This is an optimization exercise on Yosys and OpenROAD, whose aim is small area, a short achievable clock period and few clock cycles per item, not a production implementation.
The RTL was checked by simulation tests, not by an equivalence proof against the original design.
No activity file was given, so power comes from the tool's default toggle rates.

File: design.v
`timescale 1ns / 1ps
package keta_pkg;
    localparam int KEY_W    = 16;
    localparam int SLOT_W   = 4;
    localparam int COUNT_W  = 5;
    localparam int CFG_W    = 32;
    localparam logic [CFG_W-1:0] TIMEOUT_RESET = 32'd3;
    typedef enum logic [1:0] {
        REQ_UPDATE = 2'd0,
        REQ_JOINT  = 2'd1,
        REQ_LOOKUP = 2'd2,
        REQ_TICK   = 2'd3
    } t_req;
    typedef enum logic [2:0] {
        STS_UPDATED   = 3'd0,
        STS_ALLOCATED = 3'd1,
        STS_DROPPED   = 3'd2,
        STS_HIT       = 3'd3,
        STS_MISS      = 3'd4,
        STS_TICK_DONE = 3'd5
    } t_status;
    typedef enum logic [2:0] {
        S_IDLE   = 3'd0,
        S_MATCH  = 3'd1,
        S_FIND   = 3'd2,
        S_ACCESS = 3'd3,
        S_SWEEP  = 3'd4,
        S_REPLY  = 3'd5
    } t_state;
    typedef struct packed {
        logic search;
        logic alloc;
        logic expire;
    } t_cam_ctl;
    typedef struct packed {
        logic hit;
        logic free_any;
    } t_cam_res;
endpackage
`timescale 1ns / 1ps
module keta_ram #(
    parameter int DEPTH = 16,
    parameter int WIDTH = 8
) (
    input  logic              i_clk,
    input  logic [DEPTH-1:0]  i_we,
    input  logic [WIDTH-1:0]  i_wdata,
    input  logic [DEPTH-1:0]  i_rsel,
    output logic [WIDTH-1:0]  o_rdata
);
    logic [WIDTH-1:0] r_mem [DEPTH];
    always_ff @(posedge i_clk) begin
        for (int i = 0; i < DEPTH; i++) begin
            if (i_we[i]) begin
                r_mem[i] <= i_wdata;
            end
        end
    end
    always_comb begin
        o_rdata = '0;
        for (int i = 0; i < DEPTH; i++) begin
            o_rdata = o_rdata | (r_mem[i] & {WIDTH{i_rsel[i]}});
        end
    end
endmodule
`timescale 1ns / 1ps
module keta_key_cam #(
    parameter int ENTRIES = 16
) (
    input  logic                        i_clk,
    input  logic [ENTRIES-1:0]          i_we,
    input  logic [keta_pkg::KEY_W-1:0]  i_wkey,
    input  logic [keta_pkg::KEY_W-1:0]  i_skey,
    output logic [ENTRIES-1:0]          o_match
);
    logic [keta_pkg::KEY_W-1:0] r_key [ENTRIES];
    always_ff @(posedge i_clk) begin
        for (int i = 0; i < ENTRIES; i++) begin
            if (i_we[i]) begin
                r_key[i] <= i_wkey;
            end
        end
    end
    always_comb begin
        for (int i = 0; i < ENTRIES; i++) begin
            o_match[i] = (r_key[i] == i_skey);
        end
    end
endmodule
`timescale 1ns / 1ps
module keyed_entry_table_with_aging_unit #(
    parameter int ENTRIES       = 16,
    parameter int PAYLOAD_WIDTH = 64,
    parameter int JOINT_WIDTH   = 64,
    parameter int TIME_WIDTH    = 12
) (
    input  logic                     i_clk,
    input  logic                     i_rst_n,
    input  logic                     i_in_valid,
    output logic                     o_in_stall,
    input  logic [1:0]               i_req_type,
    input  logic [keta_pkg::KEY_W-1:0]         i_net_id,
    input  logic                     i_has_payload,
    input  logic                     i_in_game,
    input  logic [PAYLOAD_WIDTH-1:0] i_payload,
    input  logic [JOINT_WIDTH-1:0]   i_joint_data,
    output logic                     o_out_valid,
    input  logic                     i_out_stall,
    output logic [2:0]               o_status,
    output logic [keta_pkg::SLOT_W-1:0]        o_slot,
    output logic                     o_out_in_game,
    output logic [PAYLOAD_WIDTH-1:0] o_out_payload,
    output logic [JOINT_WIDTH-1:0]   o_out_joint,
    output logic [keta_pkg::COUNT_W-1:0]       o_expired_count,
    input  logic                     i_cfg_valid,
    output logic                     o_cfg_ready,
    input  logic [keta_pkg::CFG_W-1:0]         i_cfg_data
);
    localparam int IDX_W = $clog2(ENTRIES);
    localparam int TW    = TIME_WIDTH;
    localparam int CW    = keta_pkg::COUNT_W;
    logic [ENTRIES-1:0] r_valid;
    logic [ENTRIES-1:0] r_free;             
    logic [TW-1:0]      r_age [ENTRIES];    
    logic [ENTRIES-1:0] r_old;              
    logic [ENTRIES-1:0] r_flag;
    logic [TW-1:0]      r_to;
    logic               r_to_big;           
    logic [TW-1:0]      r_thr;
    logic               r_thr_big;
    logic               r_to_zero;          
    logic               r_refresh;          
    typedef struct packed {
        logic [2:0]         status;
        logic [IDX_W-1:0]   slot;
        logic               in_game;
        logic [CW-1:0]      count;
    } t_res;
    logic                     r_out_valid;   
    t_res                     r_o;
    logic [PAYLOAD_WIDTH-1:0] r_o_payload;
    logic [JOINT_WIDTH-1:0]   r_o_joint;
    logic                     r_q_valid;     
    t_res                     r_q;
    logic [ENTRIES-1:0]       r_q_rsel;      
    logic                     r_in_stall;
    logic w_accept, w_exec, w_upd, w_jnt, w_lkp, w_tick, w_take, w_load_o, w_load_q;
    logic w_s1_valid, w_out_valid, w_q_valid;
    logic                     r_s1_valid;
    logic [1:0]               r_s1_type;
    logic [keta_pkg::KEY_W-1:0] r_s1_key;
    logic                     r_s1_has_payload;
    logic                     r_s1_in_game;
    logic [PAYLOAD_WIDTH-1:0] r_s1_data;       
    logic [ENTRIES-1:0]       r_s1_match;
    logic [ENTRIES-1:0]       w_match;
    logic                     w_match_prev;    
    logic w_o_new, w_o_fromq, w_o_hold;
    logic [ENTRIES-1:0] w_hit, w_free, w_key_we, w_ent_we, w_pl_we, w_jt_we;
    logic [ENTRIES-1:0] w_ge, w_rsel, w_sel, w_old_tick, w_old_keep;
    logic               w_any_hit, w_any_free;
    logic [IDX_W-1:0]   w_hit_idx, w_free_idx, w_slot;
    logic [TW-1:0]      w_thr;
    logic               w_thr_big;
    t_res               w_res;
    logic [PAYLOAD_WIDTH-1:0] w_pl_rdata;
    logic [JOINT_WIDTH-1:0]   w_jt_rdata;
    function automatic logic [ENTRIES-1:0] lowest_free(input logic [ENTRIES-1:0] v);
        logic seen;
        seen = 1'b0;
        for (int i = 0; i < ENTRIES; i++) begin
            lowest_free[i] = !v[i] && !seen;
            seen           = seen || !v[i];
        end
    endfunction
    function automatic logic ge(input logic [TW-1:0] a, input logic [TW-1:0] b);
        logic [15:0] g, e;
        logic [7:0]  g1, e1;
        logic [3:0]  g2, e2;
        logic [1:0]  g3, e3;
        g = '0;
        e = '1;
        for (int i = 0; i < TW; i++) begin
            g[i] = a[i] & ~b[i];
            e[i] = ~(a[i] ^ b[i]);
        end
        for (int i = 0; i < 8; i++) begin
            g1[i] = g[2*i+1] | (e[2*i+1] & g[2*i]);
            e1[i] = e[2*i+1] & e[2*i];
        end
        for (int i = 0; i < 4; i++) begin
            g2[i] = g1[2*i+1] | (e1[2*i+1] & g1[2*i]);
            e2[i] = e1[2*i+1] & e1[2*i];
        end
        for (int i = 0; i < 2; i++) begin
            g3[i] = g2[2*i+1] | (e2[2*i+1] & g2[2*i]);
            e3[i] = e2[2*i+1] & e2[2*i];
        end
        ge = g3[1] | (e3[1] & (g3[0] | e3[0]));
    endfunction
    function automatic logic [TW-1:0] inc(input logic [TW-1:0] a);
        logic c;
        for (int i = 0; i < TW; i++) begin
            c = 1'b1;
            for (int j = i - 1; j >= 0; j--) c = c & a[j];
            inc[i] = a[i] ^ c;
        end
    endfunction
    function automatic logic [CW-1:0] count16(input logic [15:0] v);
        logic [2:0]  c2 [8];
        logic [4:0]  c4 [4];
        logic [8:0]  c8 [2];
        logic [16:0] c16;
        for (int i = 0; i < 8; i++) begin
            c2[i][0] = !v[2*i] && !v[2*i+1];
            c2[i][1] = v[2*i] ^ v[2*i+1];
            c2[i][2] = v[2*i] && v[2*i+1];
        end
        for (int i = 0; i < 4; i++) begin
            c4[i] = '0;
            for (int a = 0; a < 3; a++)
                for (int b = 0; b < 3; b++)
                    c4[i][a+b] = c4[i][a+b] | (c2[2*i][a] & c2[2*i+1][b]);
        end
        for (int i = 0; i < 2; i++) begin
            c8[i] = '0;
            for (int a = 0; a < 5; a++)
                for (int b = 0; b < 5; b++)
                    c8[i][a+b] = c8[i][a+b] | (c4[2*i][a] & c4[2*i+1][b]);
        end
        c16 = '0;
        for (int a = 0; a < 9; a++)
            for (int b = 0; b < 9; b++)
                c16[a+b] = c16[a+b] | (c8[0][a] & c8[1][b]);
        count16 = '0;
        for (int k = 0; k < 17; k++)
            if (c16[k]) count16 = count16 | CW'(k);
    endfunction
    assign o_in_stall  = r_in_stall;
    assign w_accept    = i_in_valid && !r_in_stall;
    assign w_exec      = r_s1_valid && !r_refresh && (!r_q_valid || w_take);
    assign o_cfg_ready = 1'b1;
    assign w_upd  = w_exec && (r_s1_type == keta_pkg::REQ_UPDATE);
    assign w_jnt  = w_exec && (r_s1_type == keta_pkg::REQ_JOINT);
    assign w_lkp  = w_exec && (r_s1_type == keta_pkg::REQ_LOOKUP);
    assign w_tick = w_exec && (r_s1_type == keta_pkg::REQ_TICK);
    always_ff @(posedge i_clk) begin
        if (w_accept) begin
            r_s1_type        <= i_req_type;
            r_s1_key         <= i_net_id;
            r_s1_has_payload <= i_has_payload;
            r_s1_in_game     <= i_in_game;
            r_s1_data        <= (i_req_type == keta_pkg::REQ_JOINT) ? i_joint_data : i_payload;
            r_s1_match       <= (w_free & {ENTRIES{w_match_prev}}) | (~w_free & w_match);
        end
    end
    assign w_key_we = w_free;
    keta_key_cam #(
        .ENTRIES (ENTRIES)
    ) u_cam (
        .i_clk   (i_clk),
        .i_we    (w_key_we),
        .i_wkey  (r_s1_key),
        .i_skey  (i_net_id),
        .o_match (w_match)
    );
    assign w_free = r_free;
    assign w_match_prev = (r_s1_key == i_net_id);
    always_comb begin
        for (int i = 0; i < ENTRIES; i++) begin
            w_hit[i] = r_valid[i] && r_s1_match[i];
        end
    end
    assign w_any_hit  = |w_hit;
    assign w_any_free = !(&r_valid);
    assign w_ent_we = w_free | ({ENTRIES{w_upd}} & w_hit);
    assign w_pl_we  = {ENTRIES{w_upd && r_s1_has_payload}} & (w_hit | (w_free & {ENTRIES{!w_any_hit}}));
    assign w_jt_we  = {ENTRIES{w_jnt}} & w_hit;
    assign w_rsel   = {ENTRIES{r_s1_valid && (r_s1_type == keta_pkg::REQ_LOOKUP)}} & w_hit;
    always_comb begin
        w_hit_idx  = '0;
        w_free_idx = '0;
        for (int i = 0; i < ENTRIES; i++) begin
            if (w_hit[i])  w_hit_idx  = w_hit_idx  | IDX_W'(i);
            if (w_free[i]) w_free_idx = w_free_idx | IDX_W'(i);
        end
    end
    assign w_slot = w_any_hit ? w_hit_idx : w_free_idx;
    assign w_thr     = r_thr;
    assign w_thr_big = r_thr_big;
    always_comb begin
        for (int i = 0; i < ENTRIES; i++) begin
            w_ge[i] = !w_thr_big && ge(r_age[i], w_thr);
        end
    end
    always_ff @(posedge i_clk) begin
        if (!i_rst_n) begin
            r_valid   <= '0;
            r_free    <= ENTRIES'(1);
            r_to      <= TW'(keta_pkg::TIMEOUT_RESET);
            r_to_big  <= 1'b0;
            r_thr     <= TW'(keta_pkg::TIMEOUT_RESET);
            r_thr_big <= 1'b0;
            r_to_zero <= 1'b0;
            r_refresh <= 1'b0;
        end else begin
            if (w_tick) begin
                r_valid <= r_valid & ~r_old;
                r_free  <= lowest_free(r_valid & ~r_old);
            end else if (w_upd && !w_any_hit) begin
                r_valid <= r_valid | w_free;
                r_free  <= lowest_free(r_valid | w_free);
            end
            r_refresh <= i_cfg_valid;
            if (i_cfg_valid) begin
                r_to      <= i_cfg_data[TW-1:0];
                r_to_big  <= |i_cfg_data[keta_pkg::CFG_W-1:TW];
                r_thr     <= i_cfg_data[TW-1:0] + 1'b1;
                r_thr_big <= (|i_cfg_data[keta_pkg::CFG_W-1:TW]) || (&i_cfg_data[TW-1:0]);
                r_to_zero <= (i_cfg_data == '0);
            end else begin
                r_thr     <= r_to;
                r_thr_big <= r_to_big;
            end
        end
    end
    always_comb begin
        for (int i = 0; i < ENTRIES; i++) begin
            w_old_tick[i] = w_ge[i] && !(&r_age[i]);
            w_old_keep[i] = r_refresh ? w_ge[i] : r_old[i];
        end
    end
    always_ff @(posedge i_clk) begin
        for (int i = 0; i < ENTRIES; i++) begin
            if (w_ent_we[i]) begin
                r_age[i]  <= TW'(1);
                r_flag[i] <= r_s1_in_game;
            end else if (w_tick) begin
                r_age[i]  <= inc(r_age[i]);
            end
            r_old[i] <= w_ent_we[i] ? r_to_zero : (w_tick ? w_old_tick[i] : w_old_keep[i]);
        end
    end
    assign w_sel = r_q_valid ? r_q_rsel : w_rsel;
    keta_ram #(
        .DEPTH (ENTRIES),
        .WIDTH (PAYLOAD_WIDTH)
    ) u_payload_ram (
        .i_clk   (i_clk),
        .i_we    (w_pl_we),
        .i_wdata (r_s1_data),
        .i_rsel  (w_sel),
        .o_rdata (w_pl_rdata)
    );
    keta_ram #(
        .DEPTH (ENTRIES),
        .WIDTH (JOINT_WIDTH)
    ) u_joint_ram (
        .i_clk   (i_clk),
        .i_we    (w_jt_we),
        .i_wdata (r_s1_data),
        .i_rsel  (w_sel),
        .o_rdata (w_jt_rdata)
    );
    always_comb begin
        w_res = '0;
        unique case (r_s1_type)
            keta_pkg::REQ_UPDATE: begin
                w_res.status  = w_any_hit ? keta_pkg::STS_UPDATED
                              : w_any_free ? keta_pkg::STS_ALLOCATED : keta_pkg::STS_DROPPED;
                w_res.slot    = w_slot;
                w_res.in_game = r_s1_in_game && (w_any_hit || w_any_free);
            end
            keta_pkg::REQ_JOINT: begin
                w_res.status  = w_any_hit ? keta_pkg::STS_UPDATED : keta_pkg::STS_MISS;
                w_res.slot    = w_hit_idx;
                w_res.in_game = |(w_hit & r_flag);
            end
            keta_pkg::REQ_LOOKUP: begin
                w_res.status  = w_any_hit ? keta_pkg::STS_HIT : keta_pkg::STS_MISS;
                w_res.slot    = w_hit_idx;
                w_res.in_game = |(w_hit & r_flag);
            end
            default: begin
                w_res.status  = keta_pkg::STS_TICK_DONE;
                w_res.count   = count16(r_valid & r_old);
            end
        endcase
    end
    assign w_take    = r_out_valid && !i_out_stall;
    assign w_o_new   = w_exec && !r_q_valid && (!r_out_valid || !i_out_stall);
    assign w_o_fromq = r_q_valid && w_take;
    assign w_load_o  = w_o_new || w_o_fromq;
    assign w_o_hold  = r_out_valid && !w_load_o;
    assign w_load_q  = w_exec && (r_q_valid || (r_out_valid && i_out_stall));
    assign w_s1_valid  = w_accept || (r_s1_valid && !w_exec);
    assign w_out_valid = w_load_o || (r_out_valid && !w_take);
    assign w_q_valid   = w_load_q || (r_q_valid && !w_take);
    always_ff @(posedge i_clk) begin
        if (!i_rst_n) begin
            r_s1_valid  <= 1'b0;
            r_out_valid <= 1'b0;
            r_q_valid   <= 1'b0;
            r_in_stall  <= 1'b0;
        end else begin
            r_s1_valid  <= w_s1_valid;
            r_out_valid <= w_out_valid;
            r_q_valid   <= w_q_valid;
            r_in_stall  <= w_s1_valid && ((w_out_valid && w_q_valid) || i_cfg_valid);
        end
    end
    always_ff @(posedge i_clk) begin
        r_o         <= (w_o_new ? w_res : '0) | (w_o_fromq ? r_q : '0) | (w_o_hold ? r_o : '0);
        r_o_payload <= (w_pl_rdata & {PAYLOAD_WIDTH{w_load_o}}) | (r_o_payload & {PAYLOAD_WIDTH{w_o_hold}});
        r_o_joint   <= (w_jt_rdata & {JOINT_WIDTH{w_load_o}}) | (r_o_joint & {JOINT_WIDTH{w_o_hold}});
    end
    always_ff @(posedge i_clk) begin
        if (w_load_q) begin
            r_q      <= w_res;
            r_q_rsel <= w_rsel;
        end
    end
    assign o_out_valid     = r_out_valid;
    assign o_status        = r_o.status;
    assign o_slot          = r_o.slot;
    assign o_out_in_game   = r_o.in_game;
    assign o_expired_count = r_o.count;
    assign o_out_payload   = r_o_payload;
    assign o_out_joint     = r_o_joint;
endmodule
File: flow/run.sh
#!/bin/bash
# The standard layout (standard.sh: standard synthesis through final), with one change:
# the port buffers that global placement inserts are plain buffers (buf_4) instead of the
# delay buffers buffer_ports picks by default. Every port still gets its buffer.
set -euo pipefail
bash standard.sh "BUFFER_PORTS_ARGS=-buffer_cell sky130_fd_sc_hd__buf_4" finish > standard_flow.log 2>&1
File: standard.sh
#!/bin/bash
# synth_recipe.tcl (not shown) runs the flow's synth.tcl, then flattens the netlist and writes it again
# the make line also repeats each setting of config.mk as NAME=value (left out here)
make -C /OpenROAD-flow-scripts/flow DESIGN_CONFIG=/design/flow/config.mk WORK_HOME=/design/flow/orfs CLKGATE_MAP_FILE= SYNTH_SCRIPT=/design/flow/synth_recipe.tcl "${@:-finish}"
File: config.mk
export PLATFORM = sky130hd
export DESIGN_NAME = keyed_entry_table_with_aging_unit
export DESIGN_NICKNAME = keyed_entry_table_with_aging_unit
export VERILOG_FILES = /design/flow/design.v
export SDC_FILE = /design/flow/constraint.sdc
export NUM_CORES = 4
export LEC_CHECK = 0
export ABC_AREA = 1
export CAP_MARGIN = 20
export CORE_MARGIN = 2
export CORE_UTILIZATION = 60
export CTS_CLUSTER_DIAMETER = 80
export CTS_CLUSTER_SIZE = 20
export SETUP_SLACK_MARGIN = 5.0
export SLEW_MARGIN = 20
export TNS_END_PERCENT = 20
File: constraint.sdc
create_clock -name core_clock -period 8.0 [get_ports {i_clk}]
set_input_delay 1.6000 -clock core_clock [delete_from_list [all_inputs] [get_ports {i_clk}]]
set_output_delay 1.6000 -clock core_clock [all_outputs]
set_load 0.01 [all_outputs]
==> out/results.tsv, run 1 <==
stage	metric	value	unit
outcome	outcome	complete, no violations	
finish	final core utilization	0.6733	
worst_setup_path	critical path buffer and inverter count	1	
sta	final setup fails	0	
cts	CTS Buffer Depth	3	
detailed_routing	DRT Pass-1 Iters	8	
sta	period utilization	0.4012	
global_route	vias in the first global route	72330	
logic_synthesis	Synth cell types	61	
logic_synthesis	EDFF count, synth	2465	
worst_setup_path	critical path type	flop to output pin	
power	Leak	46.49	nW
finish	final net count	10230	
logic_synthesis	Synth Cell Area	114600	µm²
detailed_routing	routed len/inst	28.69	µm
detailed_routing	residual DRC count	0	
die	Die Y	440.9	µm
worst_setup_path	crit path cell chain	buf_4	
finish	share of layout cells above drive strength 1	0.1054	
global_route	initial antenna violation count	7	
logic_synthesis	asr flop ratio synth	0	
worst_setup_path	Required @ worst endpoint	6.40	ns
worst_setup_path	CP endpoint	o_out_joint[59]	
cts	# clock sinks	2862	
logic_synthesis	Avg Cell Area, Syn	12.22	µm²
worst_setup_path	Critical Path Start Type	flop	
die	die width	440.9	µm
die	# rows	160	
global_route	GRT met2 Usage	0.5747	
worst_setup_path	Crit path max-delay family	flip-flops	
global_route	GRT overflow	0	
logic_synthesis	Ys Warns	9	
detailed_routing	post-route ant nets	0	
die	IO Pins	329	
logic_synthesis	register area share after synthesis	0.7156	
place	I/O Buffers	327	
worst_setup_path	CP Depth	1	
worst_setup_path	Worst R2R Path Depth	13	
global_route	global-route track usage on met1	0.5171	
sta	fmax	311.6	MHz
sta	RSZ-0062 raised after global routing	true	
finish	most common cell after layout, fill and taps aside	nand2_1	
detailed_routing	Starting DRT DRC Count	10370	
sta	fin. max-slew vios	0	
worst_hold_path	Hold Path Class	flop to flop	
worst_setup_path	worst flop-to-flop path endpoint	r_o_payload[46]	
power	Final Power	27.75	mW
logic_synthesis	Yosys reg bits	2862	
worst_setup_path	crit path DAT	1.61	ns
cts	Worst-path clk slew	0.09	ns
worst_setup_path	Worst R2R Start	r_s1_type[0]	
sta	Total Neg Setup Slack	0	ns
worst_setup_path	Reg2Reg Setup Slack	4.85	ns
worst_setup_path	CP Capture Type	output pin	
die	Core ar.	190000	µm²
logic_synthesis	Cells after Synth	9373	
global_route	M3 GR Usage	0.06495	
sta	worst-margin pin slew	1.215	ns
cts	htree depth	4	
cts	CTS tree	built	
cts	Root Driver	clkbuf_16	
sta	minimum clock period	3.209	ns
place	DP Wirelength	194000	µm
cts	cts hold-fix bufs	0	
global_route	grt peak-use layer	met2	
worst_setup_path	Critical Path Max Stage Delay	0.54	ns
sta	Fin. Hold Viols	0	
die	die area	194400	µm²
finish	most frequent cells in the layout	2,775 x nand2_1, 2,465 x edfxtp_1, 482 x buf_4, 468 x inv_1, 452 x nor2_1	
sta	Slew HR	0.1898	
sta	skew final	0.03415	ns
die	Initial Util	0.6030	
detailed_routing	Vias/cell	6.222	
global_route	first-pass GRT wire length	506200	µm
global_route	largest net degree at the start of global routing	76	
logic_synthesis	Post-Syn Nets	9788	
cts	Worst-Skew Late Latency	0.85	ns
cts	Num CTS Buffers	166	
worst_setup_path	CP startpoint	r_o_joint[59]	
power	P per Cell Area	217.0	nW/µm²
flow_run	Max-cap violations	0	
global_route	gr usage total	0.3653	
worst_setup_path	CP max FO	2	
finish	area delta synth->final	11.66	%
finish	fill cell count	14000	
power	Max VDD drop	0.1970	mV
detailed_routing	final wirelength	357700	µm
place	GPL Wtd Cong	0.8948	
worst_setup_path	slowest cell on the critical path	dfxtp_1	
logic_synthesis	main flop type after synthesis	edfxtp_1	
detailed_routing	Vias	77550	
[layout make-up]
class	count	area [µm²]	share of cell area
flip-flops and latches	2862	81990	0.6410
repair buffers	591	5562	0.04348
well taps	2511	3142	0.02456
diodes	6	15.01	0.0001174
inverters	501	2196	0.01717
clock inverters	21	244.0	0.001907
repair inverters	9	77.57	0.0006065
multi-input cells	5680	29920	0.2339
clock buffers	284	4766	0.03726
[cells by family after synthesis]
logic type / Yosys count / share of synthesized area
adder cells (fa/ha/maj): 230 / 0.02512
AO/OA/AOI/OAI: 1096 / 0.06129
multiplexers: 65 / 0.006379
AND/OR/NAND/NOR: 4134 / 0.1500
flip-flops: 2862 / 0.7156
other: 1 / 0.00003274
XOR/XNOR: 145 / 0.01109
buffers and inverters: 840 / 0.03049
[registers in the layout (all words and copies together), names as in the netlist, 64 cells and up]
signal,flops
r_age,192
r_s1_data,64
u_payload_ram.r_mem,1024
u_joint_ram.r_mem,1024
r_o_joint,64
r_o_payload,64
u_cam.r_key,256
[Yosys cell counts (6+ instances only)]
cell type | count | area share
nor4_1 | 123 | 0.0067
nand4_1 | 229 | 0.013
nor3b_1 | 16 | 0.0010
o22ai_1 | 38 | 0.0021
a211oi_1 | 68 | 0.0045
xnor2_1 | 49 | 0.0037
o21bai_1 | 14 | 0.00092
a31oi_1 | 11 | 0.00060
o21ai_2 | 14 | 0.0011
o2111ai_1 | 30 | 0.0023
buf_1 | 21 | 0.00069
nor3_1 | 135 | 0.0059
dfxtp_1 | 397 | 0.069
buf_4 | 8 | 0.00052
clkbuf_1 | 153 | 0.0050
o21ai_1 | 21 | 0.00092
ha_1 | 230 | 0.025
mux2_2 | 64 | 0.0063
o21a_1 | 10 | 0.00066
nand2_1 | 2799 | 0.092
or2_0 | 9 | 0.00049
inv_2 | 20 | 0.00066
buf_6 | 18 | 0.0018
buf_2 | 139 | 0.0061
nor2_1 | 474 | 0.016
a221oi_1 | 29 | 0.0022
a21oi_1 | 298 | 0.013
edfxtp_1 | 2465 | 0.65
a221oi_2 | 6 | 0.00079
o21ai_0 | 298 | 0.013
a22o_1 | 166 | 0.013
a21o_1 | 50 | 0.0033
inv_1 | 476 | 0.016
o211ai_1 | 14 | 0.00092
or2_2 | 10 | 0.00055
xor2_1 | 96 | 0.0073
nand3_1 | 309 | 0.014
[metal layers]
metal | up-vias | part of all wire
met3 | 637 | 0.11
li1 | 34100 | -
met4 | 6 | 0.038
met2 | 4219 | 0.46
met1 | 38590 | 0.39
met5 | - | 0.00011
[stage by stage]
stage | setup slack [ns] | hold WS (ns) | cell area (µm²) | std cells
2_1_floorplan | 4.136 | 0.4144 | 114900 | 9373
3_5_place_dp | 2.840 | 0.4330 | 120400 | 12050
3_3_place_gp | 2.922 | 0.4323 | 120300 | 12040
5_1_grt | 4.751 | 0.4652 | 127900 | 12460
4_1_cts | 4.769 | 0.4539 | 127100 | 12410
6_report | 4.791 | 0.4513 | 127900 | 12470
[how the worst min path moves through the flow]
stage	start	endpoint	slack, ns	cells past startpoint
2_1_floorplan	r_to[10]	r_to[10]	0.41	2
3_3_place_gp	r_to[10]	r_to[10]	0.43	2
3_5_place_dp	r_to[10]	r_to[10]	0.43	2
4_1_cts	r_to[10]	r_to[10]	0.45	2
5_1_grt	r_o_joint[26]	r_o_joint[26]	0.47	2
6_report	r_to[10]	r_to[10]	0.45	2
[what timing repair did]
action                                  in CTS  in global routing
pin swaps                                   23                 10
endpoints found under the setup margin    2343               1613
gates cloned                                25                  1
buffers inserted                            33                 33
gates resized for setup                    234                 66
[power by group]
group | internal [mW] | switching, mW
clock network | 4.13 | 4.87
registers | 16.5 | 0.332
logic | 0.636 | 1.27
total | 21.3 | 6.48
Testbench counts, summed over its fixed seeds: cycles 4,816, items 4,800.
==> inputs of run 2 (changes only) <==
==> flow/run.sh (replaced) <==
#!/bin/bash
# The standard layout (standard.sh: standard synthesis through final), with two changes:
# - the port buffers that global placement inserts are plain buffers (buf_4) instead of the
#   delay buffers buffer_ports picks by default; every port still gets its buffer;
# - timing repair may resize a cell to a variant with another footprint (for example a
#   flip-flop to a stronger drive of the same flip-flop), not only to same-footprint cells.
set -euo pipefail
bash standard.sh "BUFFER_PORTS_ARGS=-buffer_cell sky130_fd_sc_hd__buf_4" MATCH_CELL_FOOTPRINT=0 finish > standard_flow.log 2>&1
==> run 2 against run 1 <==
Compared with the run above: design area down 0.19%; clock-buffer cell count down 15; clock power down 2%; synthesized area unchanged; die area unchanged; power down 0.76%; critical path type is now input pin to flop; largest power group unchanged.
==> out/results.tsv, run 2 <==
stage	metric	value	unit
outcome	outcome	complete, no violations	
worst_setup_path	slowest cell on the critical path	o21ai_2	
finish	biggest regs	u_joint_ram.r_mem: 1024 flops, u_payload_ram.r_mem: 1024 flops, u_cam.r_key: 256 flops	
sta	fmax	301.7	MHz
logic_synthesis	Synth cell types	61	
finish	most frequent cells in the layout	2,776 x nand2_1, 2,465 x edfxtp_1, 469 x inv_1, 461 x buf_4, 448 x nor2_1	
worst_setup_path	crit path DAT	3.85	ns
detailed_routing	Vias/cell	6.253	
sta	period utilization	0.4144	
worst_setup_path	critical path buffer and inverter count	3	
power	P per Cell Area	215.7	nW/µm²
power	Leak	46.40	nW
logic_synthesis	Synth area leaders	edfxtp_1 65%, nand2_1 9.2%, dfxtp_1 6.9%, ha_1 2.5%, inv_1 1.6%	
detailed_routing	met3 wire length	41580	µm
worst_setup_path	CP max FO	16	
worst_setup_path	Worst R2R Path Depth	9	
cts	# clock sinks	2862	
detailed_routing	wl on met1	142200	µm
logic_synthesis	Ys Warns	9	
finish	share of layout cells above drive strength 1	0.1022	
global_route	initial antenna violation count	11	
die	Core ar.	190000	µm²
die	die width	440.9	µm
worst_setup_path	CP startpoint	i_out_stall	
worst_hold_path	Hold Path Class	flop to flop	
sta	final setup fails	0	
die	IO Pins	329	
logic_synthesis	asr flop ratio synth	0	
power	switching share of power	0.2319	
worst_setup_path	Worst R2R Start	r_s1_match[14]	
detailed_routing	final wirelength	360000	µm
power	Int Power	21.16	mW
sta	worst-margin pin slew	1.196	ns
finish	most common cell after layout, fill and taps aside	nand2_1	
worst_hold_path	Hold Crit Start	r_to[10]	
logic_synthesis	Avg Cell Area, Syn	12.22	µm²
cts	CTS Buffer Depth	3	
global_route	GRT overflow	0	
worst_hold_path	Hold Path Depth	2	
place	I/O Buffers	327	
die	Initial Util	0.6030	
logic_synthesis	Synth top area share	0.6462	
power	share of power burned in registers	0.613	
sta	RSZ-0062 raised after global routing	true	
detailed_routing	Vias	77690	
logic_synthesis	Post-Syn Nets	9788	
detailed_routing	DRT Pass-1 Iters	8	
logic_synthesis	area leader, netlist	edfxtp_1	
sta	Slew HR	0.2018	
power	Clk pwr share	0.320	
logic_synthesis	most common cell in the netlist	nand2_1	
global_route	gr usage total	0.3652	
worst_setup_path	Required @ worst endpoint	8.54	ns
place	worst slack, placed	3.295	ns
global_route	vias in the first global route	71860	
flow_run	Max-cap violations	0	
finish	area delta synth->final	11.45	%
place	DP Wirelength	194600	µm
worst_setup_path	Crit path max-delay family	compound AO/OA/AOI/OAI gates	
logic_synthesis	Synth Cell Area	114600	µm²
worst_setup_path	Reg2Reg Setup Slack	4.78	ns
worst_setup_path	Critical Path Max Stage Delay	0.82	ns
logic_synthesis	main flop type after synthesis	edfxtp_1	
cts	Root Driver	clkbuf_16	
global_route	first-pass GRT wire length	505100	µm
worst_setup_path	Critical Path Start Type	input pin	
detailed_routing	residual DRC count	0	
cts	Worst-path clk slew	0.09	ns
sta	Total Neg Setup Slack	0	ns
logic_synthesis	Yosys reg bits	2862	
place	GPL Wtd Cong	0.9120	
logic_synthesis	Cells after Synth	9373	
cts	htree depth	4	
cts	CTS tree	built	
power	switching power	6.387	mW
worst_setup_path	crit path cell chain	buf_4 -> o21ai_4 -> nand2_2 -> nor2_4 -> inv_2 -> o21ai_2 -> inv_1 -> nand2_1	
worst_setup_path	critical path type	input pin to flop	
cts	Worst-Skew Late Latency	0.84	ns
sta	post-route setup slack	4.685	ns
cts	Num CTS Buffers	165	
detailed_routing	met2 wire len	163500	µm
sta	skew final	0.03100	ns
global_route	largest net degree at the start of global routing	86	
logic_synthesis	most frequent cells after synthesis	2,799 x nand2_1, 2,465 x edfxtp_1, 476 x inv_1	
sta	Fin Hold WS	0.4495	ns
worst_setup_path	CP Capture Type	flop	
sta	minimum clock period	3.315	ns
detailed_routing	post-route ant nets	0	
die	# rows	160	
detailed_routing	top sig layer	met5	
detailed_routing	Starting DRT DRC Count	10620	
die	Die Y	440.9	µm
detailed_routing	routed len/inst	28.97	µm
logic_synthesis	EDFF count, synth	2465	
finish	final net count	10200	
power	combinational share of power	0.067	
worst_setup_path	CP Depth	8	
sta	fin. max-slew vios	0	
die	die area	194400	µm²
logic_synthesis	register area share after synthesis	0.7156	
power	Max VDD drop	0.2046	mV
sta	Fin. Hold Viols	0	
-- run 2: cell counts after synthesis --
No cell type changed its count.
-- run 2: cells by family (layout without fill, tap and decap cells) --
family / Yosys count / count (layout) / share of synthesized area
compound gates: 1096 / 1096 / 0.06129
xor+xnor: 145 / 145 / 0.01109
fa+ha+maj: 230 / 230 / 0.02512
buf+inv: 840 / 1373 / 0.03049
flops: 2862 / 2862 / 0.7156
mux: 65 / 65 / 0.006379
other cells: 1 / 7 / 0.00003274
simple gates: 4134 / 4136 / 0.1500
-- run 2: power by group through the flow --
| stage | sequential, mW | clock [mW] | combinational [mW] |
|---|---|---|---|
| after global routing | 16.9 | 9.36 | 2.01 |
| after global placement | 17.3 | 0 | 1.60 |
| after floorplan | 17.1 | 0 | 0.946 |
| after CTS | 16.9 | 8.87 | 1.70 |
| after detailed placement | 17.3 | 0 | 1.64 |
| final | 16.9 | 8.81 | 1.84 |
-- run 2: layer usage --
| metal | track usage | vias up |
|---|---|---|
| met2 | 0.5661 | 4617 |
| met4 | 0.1192 | 2 |
| met3 | 0.06378 | 672 |
| met5 | 0 | - |
| met1 | 0.5294 | 38410 |
| li1 | - | 33990 |
-- run 2: layout make-up --
cell class,instances,area (µm²)
diodes,6,15.01
clock buffers,269,4593
clock inverters,18,190.2
fillers,13880,62310
inverters,501,2267
multi-input cells,5673,29840
flip-flops and latches,2862,81980
well taps,2511,3142
repair buffers,576,5555
repair inverters,9,88.84
-- run 2: path summary, 6_finish.rpt --
| check | end |
|---|---|
| setup / recovery | r_old[5] |
| hold reg to reg | r_to[10] |
| setup reg to reg | u_payload_ram.r_mem[1][60] |
| hold / removal | r_to[10] |
-- run 2: through the flow --
step / std cells / utilization / power (mW) / area [µm²]
after global placement: 12030 / 0.6327 / 18.88 / 120200
after CTS: 12370 / 0.6668 / 27.52 / 126700
final: 12430 / 0.6720 / 27.54 / 127700
after floorplan: 9373 / - / 18.09 / 114900
after global routing: 12420 / 0.6719 / 28.29 / 127700
after detailed placement: 12030 / 0.6334 / 18.93 / 120300
-- run 2: timing repair --
item,CTS,global route
setup endpoints to repair,1722,1676
pin swaps,16,3
hold buffers,0,0
resized for setup,255,71
gates cloned,22,2
setup buffers,25,22
-- run 2: tightest hold or removal path: stages, from the launching register on --
cell     delay, ns
dfxtp_1       0.31
nand2_1       0.06
nand2_1       0.05
==> inputs of run 3 (changes only) <==
--- a/design.v
+++ b/design.v
@@ -238,7 +238,7 @@
     endfunction
     assign o_in_stall  = r_in_stall;
     assign w_accept    = i_in_valid && !r_in_stall;
-    assign w_exec      = r_s1_valid && !r_refresh && (!r_q_valid || w_take);
+    assign w_exec      = r_s1_valid && !r_refresh && !r_q_valid;
     assign o_cfg_ready = 1'b1;
     assign w_upd  = w_exec && (r_s1_type == keta_pkg::REQ_UPDATE);
     assign w_jnt  = w_exec && (r_s1_type == keta_pkg::REQ_JOINT);
@@ -392,7 +392,7 @@
     assign w_o_fromq = r_q_valid && w_take;
     assign w_load_o  = w_o_new || w_o_fromq;
     assign w_o_hold  = r_out_valid && !w_load_o;
-    assign w_load_q  = w_exec && (r_q_valid || (r_out_valid && i_out_stall));
+    assign w_load_q  = w_exec && r_out_valid && i_out_stall;
     assign w_s1_valid  = w_accept || (r_s1_valid && !w_exec);
     assign w_out_valid = w_load_o || (r_out_valid && !w_take);
     assign w_q_valid   = w_load_q || (r_q_valid && !w_take);
==> run 3 against run 2 <==
Compared with the run above: still clean on timing, DRC and antenna; synthesized area fell by 0.14%; flip-flop and latch count stayed put; setup slack improved by 0.10 ns; clock skew fell by 0.0024 ns; combinational power is essentially flat; clock power rose by 1%; first-iteration DRC count is 0.93% higher; non-clock buffer count shrank 41; global-route usage shrank 0.65 points; register-to-register slack gained 0.06 ns; hold slack better by 0.0063 ns; critical path depth shrank 7.
==> out/results.tsv, run 3 <==
stage	metric	value	unit
sta	skew final	0.02864	ns
sta	fin. max-slew vios	0	
power	combinational share of power	0.065	
global_route	vias in the first global route	71080	
power	Clk pwr share	0.322	
detailed_routing	Vias/cell	6.231	
place	DP Wirelength	187900	µm
cts	CTS tree	built	
finish	most common cell after layout, fill and taps aside	nand2_1	
power	switching power	6.442	mW
logic_synthesis	Yosys reg bits	2862	
finish	most frequent cells in the layout	2,723 x nand2_1, 2,465 x edfxtp_1, 484 x inv_1, 424 x buf_4, 392 x dfxtp_1	
sta	Fin Hold WS	0.4558	ns
logic_synthesis	Avg Cell Area, Syn	12.28	µm²
global_route	gr usage total	0.3587	
logic_synthesis	Cells after Synth	9318	
detailed_routing	routed len/inst	28.69	µm
worst_setup_path	CP Capture Type	output pin	
sta	final setup fails	0	
detailed_routing	Vias	76800	
power	share of power burned in registers	0.613	
place	GPL Wtd Cong	0.9031	
place	I/O Buffers	327	
logic_synthesis	asr flop ratio synth	0	
finish	final core utilization	0.6679	
finish	share of layout cells above drive strength 1	0.09665	
worst_setup_path	Required @ worst endpoint	6.40	ns
global_route	GRT overflow	0	
logic_synthesis	EDFF count, synth	2465	
worst_setup_path	Crit path max-delay family	flip-flops	
logic_synthesis	Synth cell types	61	
logic_synthesis	Synth Cell Area	114400	µm²
logic_synthesis	Ys Warns	9	
power	Int Power	21.30	mW
cts	htree depth	4	
sta	Total Neg Setup Slack	0	ns
cts	Worst-path clk slew	0.09	ns
cts	Worst-Skew Late Latency	0.85	ns
sta	period utilization	0.4016	
flow_run	Max-cap violations	0	
outcome	outcome	complete, no violations	
detailed_routing	DRT Pass-1 Iters	8	
sta	Slew HR	0.2123	
logic_synthesis	Synth top area share	0.6471	
sta	worst-margin pin slew	1.182	ns
worst_setup_path	Critical Path Max Stage Delay	0.57	ns
die	die area	194200	µm²
finish	final net count	10100	
logic_synthesis	register area share after synthesis	0.7166	
die	Die Y	440.6	µm
die	die width	440.6	µm
worst_hold_path	Hold Crit Start	r_o_payload[23]	
worst_setup_path	critical path buffer and inverter count	1	
finish	biggest regs	u_joint_ram.r_mem: 1024 flops, u_payload_ram.r_mem: 1024 flops, u_cam.r_key: 256 flops	
worst_setup_path	crit path cell chain	buf_4	
power	switching share of power	0.2322	
detailed_routing	Starting DRT DRC Count	10720	
detailed_routing	post-route ant nets	0	
worst_setup_path	Critical Path Start Type	flop	
cts	# clock sinks	2862	
cts	Root Driver	clkbuf_16	
sta	RSZ-0062 raised after global routing	true	
detailed_routing	residual DRC count	0	
die	Core ar.	189800	µm²
sta	Fin. Hold Viols	0	
power	P per Cell Area	218.9	nW/µm²
worst_setup_path	critical path type	flop to output pin	
finish	area delta synth->final	10.81	%
sta	minimum clock period	3.212	ns
worst_setup_path	slowest cell on the critical path	dfxtp_1	
die	# rows	160	
logic_synthesis	Post-Syn Nets	9733	
global_route	initial antenna violation count	7	
worst_setup_path	Worst R2R Start	r_s1_type[0]	
logic_synthesis	Synth area leaders	edfxtp_1 65%, nand2_1 9.0%, dfxtp_1 6.9%, ha_1 2.5%, inv_1 1.6%	
logic_synthesis	main flop type after synthesis	edfxtp_1	
worst_setup_path	crit path DAT	1.61	ns
sta	fmax	311.3	MHz
die	Initial Util	0.6028	
global_route	first-pass GRT wire length	497700	µm
detailed_routing	final wirelength	353600	µm
logic_synthesis	most common cell in the netlist	nand2_1	
logic_synthesis	most frequent cells after synthesis	2,743 x nand2_1, 2,465 x edfxtp_1, 488 x inv_1	
worst_setup_path	Reg2Reg Setup Slack	4.84	ns
die	IO Pins	329	
worst_setup_path	CP max FO	2	
cts	Num CTS Buffers	165	
logic_synthesis	area leader, netlist	edfxtp_1	
power	Max VDD drop	0.2560	mV
worst_hold_path	Hold Path Class	flop to flop	
power	Leak	46.28	nW
global_route	largest net degree at the start of global routing	129	
cts	CTS Buffer Depth	3	
worst_setup_path	CP startpoint	r_o_payload[4]	
[run 3: changes by cell type in the layout (fill, tap and decap cells not counted), sizes merged, moves of 11 or more]
cell / delta
a211oi: +11
a21o: +12
a21oi: +26
a221oi: +20
buf: -42
inv: +17
nand2: -56
nand3: -47
nor2: -67
nor3b: -12
o21ai: +38
xnor2: +15
xor2: -31
[run 3: worst paths after layout]
| path | endpoint | cells past startpoint |
|---|---|---|
| max | o_out_payload[4] | 1 |
| min | r_o_payload[23] | 2 |
| max reg2reg | r_o_joint[1] | 15 |
| min reg2reg | r_o_payload[23] | 2 |
[run 3: timing repair]
item	in CTS	in global routing
endpoints found under the hold margin	0	0
endpoints found under the setup margin	1952	1833
setup buffers	21	11
hold buffers	0	0
gates resized for setup	239	68
pin swaps	14	3
cloned	10	7
[run 3: final cells by class]
class | instances | area (µm²)
Clock buffer | 271 | 4683
Clock inverter | 22 | 247.7
Sequential cell | 2862 | 81980
Tap cell | 2511 | 3142
Antenna cell | 4 | 10.01
Fill cell | 14030 | 63020
Multi-Input combinational cell | 5595 | 29370
Timing Repair inverter | 5 | 41.29
Timing Repair Buffer | 535 | 5081
Inverter | 519 | 2213
[run 3: per-stage QoR]
| step | cells | total power, mW | area [µm²] | setup WS [ns] |
|---|---|---|---|---|
| detailed placement | 11970 | 19.08 | 120100 | 3.191 |
| CTS | 12290 | 27.74 | 126200 | 4.701 |
| floorplan | 9318 | 18.24 | 114600 | 3.969 |
| global route | 12320 | 28.54 | 126800 | 4.779 |
| finish | 12320 | 27.74 | 126800 | 4.788 |
| global placement | 11970 | 19.01 | 120100 | 3.272 |
[run 3: power by group through the flow]
stage          logic [mW]  registers (mW)  clock network [mW]
2_1_floorplan        1.04            17.2                   0
4_1_cts              1.76            17.0                8.97
5_1_grt              1.99            17.1                9.49
3_5_place_dp         1.72            17.4                   0
6_report             1.81            17.0                8.93
3_3_place_gp         1.68            17.3                   0
[run 3: cell families after synthesis]
family	after synthesis	synth area share
simple gates	3967	0.1444
flops	2862	0.7166
buf+inv	861	0.03114
mux	64	0.006300
xor+xnor	129	0.009877
other cells	1	0.00003278
fa+ha+maj	230	0.02516
compound gates	1204	0.06653
[run 3: worst register-to-register path: stages, from the launching register on]
cell      delay (ns)
edfxtp_1        0.42
inv_1           0.09
ha_1            0.23
nand2_1         0.09
buf_6           0.22
nor2_1          0.11
o21ai_2         0.15
buf_8           0.26
inv_16          0.19
buf_16          0.43
nand2_1         0.10
nand3_1         0.07
nor3_1          0.19
nand4_1         0.13
o21ai_1         0.27
nand2_1         0.10
[run 3: layer usage]
metal  global-route usage  share of wire
met1               0.5183           0.40
met2               0.5602           0.45
met3              0.05755           0.11
met4               0.1204          0.039
met5                    0        0.00035
Testbench counts of run 3, summed over its fixed seeds: cycles 4,816, items 4,800.

[afterwards: timing with drivers on the ports]
The flow's constraints put no driver on any port. The routed layouts listed below were extracted and timed again, unchanged, in two steps. Step 1 sets driving cells, clkbuf_16 on the clock port and buf_2 on the other inputs (assumed; they add their load-dependent delay and slew). Step 2 also shifts input and output timing later by t, the mid clock arrival at the registers, as if the neighbouring blocks saw the same clock. a / b / c = ideal / step 1 / step 2; a / b = the first two.
run | t (ns) | setup slack, ns | worst setup path after step 2 | latest minus earliest clock arrival (ns) | worst slew at a driven data input, ns
run 1 | 0.936 | 4.791 / 4.687 / 3.945 | input to register | 0.035 / 0.035 | 0.09
run 2 | 0.921 | 4.685 / 4.607 / 3.808 | input to register | 0.035 / 0.034 | 0.07
run 3 | 0.924 | 4.788 / 4.697 / 4.029 | input to register | 0.035 / 0.035 | 0.04
After both steps every run listed still meets setup and hold. The setup slack of run 2, which loses most, moves by -0.078 ns with the drivers and by -0.877 ns with both steps.
